Source: an optimization exercise on an open RTL-to-GDS flow (aim: small area and a short achievable clock period). Production flows keep margins and buffers that such runs may drop.
Power figures rest on the tool's default switching activity, not on a simulated workload.

== exp/violet ==
==> flow/design.v <==
package dmem_pkg;
    typedef enum logic [1:0] {
        IDLE = 2'd0,
        WAIT = 2'd1,
        RESP = 2'd2
    } dmem_state_e;
    localparam int DMEM_DEPTH   = 256;
    localparam int DMEM_LATENCY = 2;
    localparam int DMEM_LO_BITS = 4;
endpackage
module dmem_array #(
    parameter int DWIDTH = 16,
    parameter int NL     = 16,
    parameter int NH     = 16
) (
    input  logic                      clk,
    input  logic [NH*NL-1:0]          wsel,
    input  logic [DWIDTH-1:0]         wdata,
    input  logic [NL-1:0]             lo_sel,
    output logic [NH-1:0][DWIDTH-1:0] cand
);
    localparam int NT = NL / 3;
    localparam int NR = NL - 3 * NT;
    logic [DWIDTH-1:0] word_q [NH][NL];
    for (genvar j = 0; j < NH; j++) begin : g_grp
        for (genvar i = 0; i < NL; i++) begin : g_word
            always_ff @(posedge clk) begin
                if (wsel[j*NL+i]) begin
                    word_q[j][i] <= wdata;
                end
            end
        end
        for (genvar b = 0; b < DWIDTH; b++) begin : g_bit
            logic [NT-1:0] term_n;
            logic [NR:0]   rest;
            for (genvar t = 0; t < NT; t++) begin : g_term
                dmem_aoi3 u_aoi (
                    .s (lo_sel[3*t +: 3]),
                    .d ({word_q[j][3*t+2][b], word_q[j][3*t+1][b], word_q[j][3*t][b]}),
                    .yn(term_n[t])
                );
            end
            assign rest[0] = 1'b0;
            for (genvar r = 0; r < NR; r++) begin : g_rest
                assign rest[r+1] = rest[r] | (lo_sel[3*NT+r] & word_q[j][3*NT+r][b]);
            end
            assign cand[j][b] = ~&term_n | rest[NR];
        end
    end
endmodule
module dmem_aoi3 (
    input  logic [2:0] s,
    input  logic [2:0] d,
    output logic       yn
);
    assign yn = ~|(s & d);
endmodule
module dmem_aoi2 (
    input  logic [1:0] s,
    input  logic [1:0] d,
    output logic       yn
);
    assign yn = ~|(s & d);
endmodule
import dmem_pkg::*;
module data_mem_ctrl #(
    parameter int DWIDTH  = 16,
    parameter int AWIDTH  = 16,
    parameter int DEPTH   = DMEM_DEPTH,
    parameter int LATENCY = DMEM_LATENCY
) (
    input  logic              clk,
    input  logic              rst,
    input  logic              ram_en,
    input  logic              wen,
    input  logic [AWIDTH-1:0] ram_addr,
    input  logic [DWIDTH-1:0] w_ram_data,
    output logic [DWIDTH-1:0] r_ram_data,
    output logic              ram_valid,
    output logic              busy,
    output logic              addr_err,
    output logic [1:0]        dbg_state
);
    localparam int IW = (DEPTH > 1) ? $clog2(DEPTH) : 1;
    localparam int LB = DMEM_LO_BITS;
    localparam int HB = IW - LB;
    localparam int NL = 2**LB;
    localparam int NH = 2**HB;
    logic [1:0]        state_q, state_d;
    logic              busy_q, busy_d;
    logic              aerr_q, aerr_d;
    logic [DWIDTH-1:0] rdata_q;
    logic              wen_q;
    logic              err_q;
    logic [LB-1:0]     lo_q;
    logic [NH-1:0]     hi_q;
    logic [DWIDTH-1:0] wdata_q;
    logic [NH-1:0][DWIDTH-1:0] cand_q;
    logic [NH-1:0][DWIDTH-1:0] cand_d;
    logic              idle, in_wait, in_resp;
    logic              in_err;
    logic [NL-1:0]     lo_hot, wlo_d, wlo_q;
    logic [NH-1:0]     hi_hot, whi_d, whi_q, whi_ok;
    logic [DEPTH-1:0]  wsel;
    logic [DWIDTH-1:0] arr_rdata;
    localparam logic [AWIDTH:0] DEPTH_A = (AWIDTH + 1)'(DEPTH);
    assign in_err = ({1'b0, ram_addr} >= DEPTH_A);
    assign idle    = !busy_q;
    assign in_wait = state_q[0];
    assign in_resp = state_q[1];
    always_comb begin
        state_d = 2'b00;
        if (!rst) begin
            if (idle) state_d = {1'b0, ram_en};
            else if (in_wait) state_d = 2'b10;
        end
        busy_d = (state_d != 2'b00);
        aerr_d = !rst && in_wait && err_q;
    end
    always_ff @(posedge clk) begin
        state_q <= state_d;
        busy_q  <= busy_d;
        aerr_q  <= aerr_d;
    end
    always_ff @(posedge clk) begin
        if (idle) begin
            wen_q   <= wen;
            err_q   <= in_err;
            lo_q    <= ram_addr[LB-1:0];
            hi_q    <= in_err ? '0 : hi_hot;
            wdata_q <= w_ram_data;
        end
    end
    always_ff @(posedge clk) begin
        cand_q <= cand_d;
    end
    always_ff @(posedge clk) begin
        if (rst) begin
            rdata_q <= '0;
        end else if (in_wait && !wen_q) begin
            rdata_q <= arr_rdata;
        end
    end
    always_ff @(posedge clk) begin
        whi_q <= whi_d;
        wlo_q <= wlo_d;
    end
    assign r_ram_data = rdata_q;
    assign ram_valid  = in_resp;
    assign busy       = busy_q;
    assign dbg_state  = state_q;
    assign addr_err   = aerr_q;
    for (genvar k = 0; k < NL; k++) begin : g_lo
        assign lo_hot[k]  = (ram_addr[LB-1:0] == LB'(k));
        assign wlo_d[k]   = (lo_q == LB'(k));
    end
    for (genvar k = 0; k < NH; k++) begin : g_hi
        assign hi_hot[k]  = (ram_addr[IW-1:LB] == HB'(k));
        assign whi_d[k]   = in_wait && wen_q && !rst && hi_q[k];
        assign whi_ok[k]  = whi_q[k] && !rst;
    end
    for (genvar w = 0; w < DEPTH; w++) begin : g_wsel
        assign wsel[w] = whi_ok[w / NL] && wlo_q[w % NL];
    end
    for (genvar b = 0; b < DWIDTH; b++) begin : g_rd
        logic [NH/2-1:0] term_n;
        for (genvar t = 0; t < NH / 2; t++) begin : g_term
            dmem_aoi2 u_aoi (
                .s ({hi_q[2*t+1], hi_q[2*t]}),
                .d ({cand_q[2*t+1][b], cand_q[2*t][b]}),
                .yn(term_n[t])
            );
        end
        assign arr_rdata[b] = ~&term_n;
    end
    dmem_array #(
        .DWIDTH(DWIDTH),
        .NL    (NL),
        .NH    (NH)
    ) u_array (
        .clk   (clk),
        .wsel  (wsel),
        .wdata (wdata_q),
        .lo_sel(lo_hot),
        .cand  (cand_d)
    );
endmodule
clock: 5.2 ns
lec_check: 0
cap_margin: 20
core_margin: 2
core_utilization: 65
cts_buf_list: sky130_fd_sc_hd__clkbuf_16
cts_cluster_diameter: 80
cts_cluster_size: 25
setup_slack_margin: 3
slew_margin: 20
synth_hierarchical: 1
run.sh (not shown) runs the stock make flow with config.mk's settings and CLKGATE_MAP_FILE= SYNTH_SCRIPT=/design/flow/synth_recipe.tcl, a recipe that flattens the netlist after the stock synthesis.
What exp/harbor does differently from exp/violet at the input level:
--- a/flow/design.v
+++ b/flow/design.v
@@ -49,17 +49,10 @@
     end
 endmodule
 module dmem_aoi3 (
     input  logic [2:0] s,
     input  logic [2:0] d,
-    output logic       yn
-);
-    assign yn = ~|(s & d);
-endmodule
-module dmem_aoi2 (
-    input  logic [1:0] s,
-    input  logic [1:0] d,
     output logic       yn
 );
     assign yn = ~|(s & d);
 endmodule
 import dmem_pkg::*;
@@ -160,20 +153,17 @@
         assign whi_ok[k]  = whi_q[k] && !rst;
     end
     for (genvar w = 0; w < DEPTH; w++) begin : g_wsel
         assign wsel[w] = whi_ok[w / NL] && wlo_q[w % NL];
     end
-    for (genvar b = 0; b < DWIDTH; b++) begin : g_rd
-        logic [NH/2-1:0] term_n;
-        for (genvar t = 0; t < NH / 2; t++) begin : g_term
-            dmem_aoi2 u_aoi (
-                .s ({hi_q[2*t+1], hi_q[2*t]}),
-                .d ({cand_q[2*t+1][b], cand_q[2*t][b]}),
-                .yn(term_n[t])
-            );
+    always_comb begin
+        logic [DWIDTH-1:0] acc;
+        acc = '0;
+        for (int j = 0; j < NH; j++) begin
+            acc = acc | (cand_q[j] & {DWIDTH{hi_q[j]}});
         end
-        assign arr_rdata[b] = ~&term_n;
+        arr_rdata = acc;
     end
     dmem_array #(
         .DWIDTH(DWIDTH),
         .NL    (NL),
         .NH    (NH)
[summary]
exp/violet → exp/harbor: distinct cell type count after synthesis climbed 14%; clock power barely changed; number of rows created at floorplan barely changed; peak clock frequency supported by timing dropped 39 MHz; instance count on the critical path climbed 5. Synthesized netlist cell count: exp/violet vs exp/harbor — no meaningful difference. exp/harbor reports its cell with the largest stage delay on the worst path as a222oi_1 while exp/violet reports dfxtp_4. Going from exp/violet to exp/harbor, sequential cell area share barely changed, quantity of gates resized following cts climbed about 6%, post-placement worst setup slack dropped 0.12 ns. The total routing resource utilization after global routing on exp/harbor is in line with that on exp/violet. Status: first-pass GRT wire length parity (exp/harbor, exp/violet). exp/harbor ends up with a number of cells on the worst reg-to-reg path that is 1 higher than in exp/violet. On routed wire length, exp/harbor and exp/violet are neck and neck.
No functional check of the RTL was part of any run of this note.

## port drivers added, routing unchanged
Ports are ideal in the flow. The routed layouts listed here were re-timed in OpenROAD.
Step 1, drivers: a clkbuf_16 drives clk and a buf_2 each remaining input, both assumed.
Step 2, shift: input delay + t, output delay - t, t = (earliest + latest rising clock arrival at the registers) / 2. This alone moves slack from input paths to output paths.
Slacks: no drivers / after step 1 / after step 2; pairs: no drivers / after step 1.
run | t, ns | slack for setup (ns) | worst setup path at the end | latest minus earliest clock arrival (ns) | worst register clock-pin slew, ns
exp/violet | 0.973 | 2.748 / 2.643 / 1.918 | input to register | 0.032 / 0.032 | 0.11 / 0.11
exp/harbor | 0.964 | 2.486 / 2.486 / 1.911 | input to register | 0.046 / 0.046 | 0.10 / 0.10
After both steps every run listed still meets setup and hold. For exp/violet, which loses most, drivers alone change the setup slack by -0.105 ns; drivers and shift together by -0.830 ns.
